Context: an optimization exercise on an open-source flow, tuned for small area and a short achievable clock period. The choices shown serve that exercise and are no tape-out recipe. Function was checked by simulation only, so behaviour that the tests miss may differ from the original. Power and IR drop assume default switching activity.

## rev 12
==> flow/design.v (excerpt) <==
module reg_check_monitor
#(
  parameter int DATA_W = reg_check_monitor_pkg::DEF_DATA_W,
  parameter int NUM_REGS = reg_check_monitor_pkg::DEF_NUM_REGS,
  parameter int NUM_CHECKS = reg_check_monitor_pkg::DEF_NUM_CHECKS,
  parameter int CYC_W = reg_check_monitor_pkg::DEF_CYC_W,
  localparam int AW = $clog2(NUM_REGS),
  localparam int IW = $clog2(NUM_CHECKS)
) (
  input  logic clk,
  input  logic rst_n,
  input  logic wr_en,
  input  logic [AW-1:0] wr_addr,
  input  logic [DATA_W-1:0] wr_data,
  input  logic cfg_valid,
  output logic cfg_ready,
  input  logic [IW-1:0] cfg_idx,
  input  logic [AW-1:0] cfg_reg,
  input  logic [DATA_W-1:0] cfg_exp,
  input  logic cfg_en,
  input  logic start,
  input  logic [CYC_W-1:0] target_cycle,
  output logic busy,
  output logic done,
  output logic pass,
  output logic [IW:0] fail_count,
  output logic [IW-1:0] first_fail_idx,
  output logic [CYC_W-1:0] cycle_cnt
);
  localparam logic [IW-1:0] LAST = IW'(NUM_CHECKS - 1);
  logic left_q, busy_q, run_q, chk_q, done_q;
  logic [CYC_W-1:0] cnt_q, cnt_i, cnt_inc, tgt_q;
  logic [IW-1:0] idx_q, first_q;
  logic [IW:0] fails_q, fails_i, fails_inc;
  logic pass_q;
  logic [NUM_REGS-1:0][DATA_W-1:0] shadow_q;
  logic [NUM_REGS-1:0] wrote_q, wsel;
  logic [NUM_CHECKS-1:0] rp_q, rp_d;
  logic [AW-1:0] rd_q;
  logic [NUM_REGS-1:0] sel_q;
  logic [DATA_W-1:0] diff_q;
  logic en_q;
  logic [NUM_CHECKS-1:0] t_en;
  logic [NUM_CHECKS-1:0][AW-1:0] t_reg;
  logic [NUM_CHECKS-1:0][DATA_W-1:0] t_exp;
  logic [AW-1:0] n_reg;
  logic [DATA_W-1:0] sv, e_exp;
  ...
Size: about 3,400 cells after synthesis, roughly 1,600 flip-flops, roughly 160 I/O pins.
make LEC_CHECK=0 ABC_CLOCK_PERIOD_IN_PS=2800 CAP_MARGIN=20 CORE_MARGIN=2 CORE_UTILIZATION=75 CTS_CLUSTER_DIAMETER=80 CTS_CLUSTER_SIZE=24 SETUP_SLACK_MARGIN=4.5 SLEW_MARGIN=20 finish   # period 7.0 ns
run.sh (not shown) runs the stock make flow with config.mk's settings and CLKGATE_MAP_FILE= SYNTH_SCRIPT=/design/flow/synth_recipe.tcl, a recipe that flattens the netlist after the stock synthesis.
--- input diff rev 12..rev 13 ---
--- a/flow/config.mk
+++ b/flow/config.mk
@@ -9,5 +9,5 @@
 export CAP_MARGIN = 20
 export CORE_MARGIN = 2
-export CORE_UTILIZATION = 75
+export CORE_UTILIZATION = 65
 export CTS_CLUSTER_DIAMETER = 80
 export CTS_CLUSTER_SIZE = 24
Findings:
Every stage of the flow completed for rev 13, and the final layout passed the timing, DRC and antenna checks.
From rev 12 to rev 13 the numbers moved as follows: total track usage fell 7.9 points; proportion of power drawn by the clock network lower.
NOTE post-placement cell area rev 12->rev 13 increased slightly
Critical path capture point: sel_q[31]$_DFF_P_ -> rev 13, diff_q[8]$_DFF_P_ -> rev 12
Rev 12 reports its cell type of the slowest stage on the worst timing path as sky130_fd_sc_hd__nor4_2 while rev 13 reports sky130_fd_sc_hd__mux4_2.

The RTL this note starts from:
==> flow/design.v <==
package reg_check_monitor_pkg;
  typedef enum logic [1:0] {IDLE, RUN, CHECK, DONE} state_t;
  localparam int DEF_DATA_W = 32;
  localparam int DEF_NUM_REGS = 32;
  localparam int DEF_NUM_CHECKS = 8;
  localparam int DEF_CYC_W = 32;
endpackage
module reg_check_table
#(
  parameter int DATA_W = reg_check_monitor_pkg::DEF_DATA_W,
  parameter int NUM_REGS = reg_check_monitor_pkg::DEF_NUM_REGS,
  parameter int NUM_CHECKS = reg_check_monitor_pkg::DEF_NUM_CHECKS,
  localparam int AW = $clog2(NUM_REGS),
  localparam int IW = $clog2(NUM_CHECKS)
) (
  input  logic clk,
  input  logic rst_n,
  input  logic we_i,
  input  logic [IW-1:0] w_idx_i,
  input  logic [AW-1:0] w_reg_i,
  input  logic [DATA_W-1:0] w_exp_i,
  input  logic w_en_i,
  output logic [NUM_CHECKS-1:0] en_o,
  output logic [NUM_CHECKS-1:0][AW-1:0] reg_o,
  output logic [NUM_CHECKS-1:0][DATA_W-1:0] exp_o
);
  logic [NUM_CHECKS-1:0] en_q;
  logic [NUM_CHECKS-1:0][AW-1:0] reg_q;
  logic [NUM_CHECKS-1:0][DATA_W-1:0] exp_q;
  always_ff @(posedge clk or negedge rst_n) begin
    if (!rst_n) begin
      en_q <= '0;
    end else begin
      for (int i = 0; i < NUM_CHECKS; i++) if (we_i && w_idx_i == IW'(i)) en_q[i] <= w_en_i;
    end
  end
  always_ff @(posedge clk) begin
    for (int i = 0; i < NUM_CHECKS; i++) begin
      if (we_i && w_idx_i == IW'(i)) begin
        reg_q[i] <= w_reg_i;
        exp_q[i] <= w_exp_i;
      end
    end
  end
  assign en_o = en_q;
  assign reg_o = reg_q;
  assign exp_o = exp_q;
endmodule
module reg_check_monitor
#(
  parameter int DATA_W = reg_check_monitor_pkg::DEF_DATA_W,
  parameter int NUM_REGS = reg_check_monitor_pkg::DEF_NUM_REGS,
  parameter int NUM_CHECKS = reg_check_monitor_pkg::DEF_NUM_CHECKS,
  parameter int CYC_W = reg_check_monitor_pkg::DEF_CYC_W,
  localparam int AW = $clog2(NUM_REGS),
  localparam int IW = $clog2(NUM_CHECKS)
) (
  input  logic clk,
  input  logic rst_n,
  input  logic wr_en,
  input  logic [AW-1:0] wr_addr,
  input  logic [DATA_W-1:0] wr_data,
  input  logic cfg_valid,
  output logic cfg_ready,
  input  logic [IW-1:0] cfg_idx,
  input  logic [AW-1:0] cfg_reg,
  input  logic [DATA_W-1:0] cfg_exp,
  input  logic cfg_en,
  input  logic start,
  input  logic [CYC_W-1:0] target_cycle,
  output logic busy,
  output logic done,
  output logic pass,
  output logic [IW:0] fail_count,
  output logic [IW-1:0] first_fail_idx,
  output logic [CYC_W-1:0] cycle_cnt
);
  localparam logic [IW-1:0] LAST = IW'(NUM_CHECKS - 1);
  logic idle_q, busy_q, chk_q, done_q;
  logic [CYC_W-1:0] cnt_q, tgt_q;
  logic [IW-1:0] idx_q, first_q;
  logic [IW:0] fails_q;
  logic pass_q;
  logic [NUM_REGS-1:0][DATA_W-1:0] shadow_q;
  logic [NUM_REGS-1:0] wrote_q, wsel;
  logic [NUM_CHECKS-1:0] rp_q, rp_d;
  logic [NUM_REGS-1:0] rd_q;
  logic [DATA_W-1:0] diff_q;
  logic en_q;
  logic [NUM_CHECKS-1:0] t_en;
  logic [NUM_CHECKS-1:0][AW-1:0] t_reg;
  logic [NUM_CHECKS-1:0][DATA_W-1:0] t_exp;
  logic [AW-1:0] n_reg;
  logic [DATA_W-1:0] sv, e_exp;
  logic t_we, run, go, leave, last, hit;
  assign t_we = cfg_valid && idle_q;
  reg_check_table #(.DATA_W(DATA_W), .NUM_REGS(NUM_REGS), .NUM_CHECKS(NUM_CHECKS)) u_table (
    .clk(clk),
    .rst_n(rst_n),
    .we_i(t_we),
    .w_idx_i(cfg_idx),
    .w_reg_i(cfg_reg),
    .w_exp_i(cfg_exp),
    .w_en_i(cfg_en),
    .en_o(t_en),
    .reg_o(t_reg),
    .exp_o(t_exp)
  );
  always_comb begin
    for (int r = 0; r < NUM_REGS; r++) wsel[r] = wr_en && wr_addr == AW'(r);
  end
  always_ff @(posedge clk) begin
    for (int r = 0; r < NUM_REGS; r++) if (wsel[r]) shadow_q[r] <= wr_data;
  end
  always_ff @(posedge clk or negedge rst_n) begin
    if (!rst_n) wrote_q <= '0;
    else wrote_q <= wrote_q | wsel;
  end
  assign go = start && (idle_q || done_q);
  assign run = busy_q && !chk_q;
  assign leave = run && cnt_q == tgt_q;
  assign last = chk_q && idx_q == LAST;
  assign rp_d = leave ? NUM_CHECKS'(2) : chk_q ? {rp_q[NUM_CHECKS-2:0], rp_q[NUM_CHECKS-1]} : NUM_CHECKS'(1);
  always_comb begin
    n_reg = '0;
    for (int i = 0; i < NUM_CHECKS; i++) if (rp_d[i]) n_reg |= t_reg[i];
    if (t_we && rp_d[cfg_idx]) n_reg = cfg_reg;
    sv = '0;
    for (int r = 0; r < NUM_REGS; r++) if (rd_q[r] && wrote_q[r]) sv |= shadow_q[r];
    if (|(wsel & rd_q)) sv = wr_data;
    e_exp = '0;
    for (int i = 0; i < NUM_CHECKS; i++) if (rp_q[i]) e_exp |= t_exp[i];
  end
  assign hit = en_q && |diff_q;
  always_ff @(posedge clk) begin
    if (go) tgt_q <= target_cycle > CYC_W'(1) ? target_cycle : CYC_W'(1);
    idx_q <= chk_q ? idx_q + IW'(1) : '0;
    rp_q <= rp_d;
    for (int r = 0; r < NUM_REGS; r++) rd_q[r] <= n_reg == AW'(r);
    diff_q <= sv ^ e_exp;
    en_q <= |(rp_q & t_en);
  end
  always_ff @(posedge clk or negedge rst_n) begin
    if (!rst_n) begin
      idle_q <= 1'b1;
      busy_q <= 1'b0;
      chk_q <= 1'b0;
      done_q <= 1'b0;
      cnt_q <= '0;
      first_q <= '0;
      fails_q <= '0;
      pass_q <= 1'b0;
    end else begin
      idle_q <= idle_q && !start;
      busy_q <= go || (busy_q && !last);
      chk_q <= leave || (chk_q && !last);
      done_q <= last || (done_q && !start);
      if (go) cnt_q <= CYC_W'(1);
      else if (run && !(&cnt_q)) cnt_q <= cnt_q + CYC_W'(1);
      if (go) begin
        first_q <= '0;
        fails_q <= '0;
        pass_q <= 1'b0;
      end else if (chk_q) begin
        if (hit) fails_q <= fails_q + (IW+1)'(1);
        if (hit && fails_q == '0) first_q <= idx_q;
        if (last) pass_q <= fails_q == '0 && !hit;
      end
    end
  end
  assign cfg_ready = idle_q;
  assign busy = busy_q;
  assign done = done_q;
  assign pass = pass_q;
  assign fail_count = fails_q;
  assign first_fail_idx = first_q;
  assign cycle_cnt = cnt_q;
endmodule
Settings: LEC_CHECK=0, CAP_MARGIN=20, CORE_MARGIN=2, CORE_UTILIZATION=40, SETUP_SLACK_MARGIN=4, SLEW_MARGIN=20; clock period 7.0 ns.
Change:
Settings changed: ABC_CLOCK_PERIOD_IN_PS set to 2800, CORE_UTILIZATION 40 to 60.
=>
- The new run finished clean
- final cell count decreases by 10%
- design area came out lower by 1.4%
- clock skew came out lower by 0.013 ns
- register-to-register slack improves by 0.03 ns
- sequential share of layout area went up by 0.96 points
- fmax rose by 2.0%
- flip-flop and latch count is unchanged
- total power went down by 2.2%
- utilization rose by 23 points
- clock power drops by 4.3%

## re-timing with driven ports
The results above use ideal ports. As a check the final layouts listed here were re-extracted and re-timed, cells and wires unchanged. Step 1 assumes that a clkbuf_16 drives the clock port and a buf_2 every other input. Step 2 moves the port delays by t, midway between the first and last clock arrival at a register: inputs arrive t later, outputs are due t later. That takes back most of the time a late clock gives input paths. Slacks: ideal / step 1 / step 2; pairs: ideal / step 1.
run	t (ns)	setup WS [ns]	clock arrival spread, ns	cell pins on the clock port's net
rev 12	0.734	4.199 / 4.199 / 3.511	0.026 / 0.027	1
rev 13	0.720	4.240 / 4.254 / 3.534	0.038 / 0.038	1
the first run of note 2	0.837	3.942 / 3.928 / 3.091	0.041 / 0.042	1
the second run of note 2	0.834	4.001 / 3.998 / 3.215	0.031 / 0.030	1
After both steps setup and hold are still met in every run listed. For the first run of note 2, which loses most, drivers alone change the setup slack by -0.014 ns; drivers and shift together by -0.851 ns.
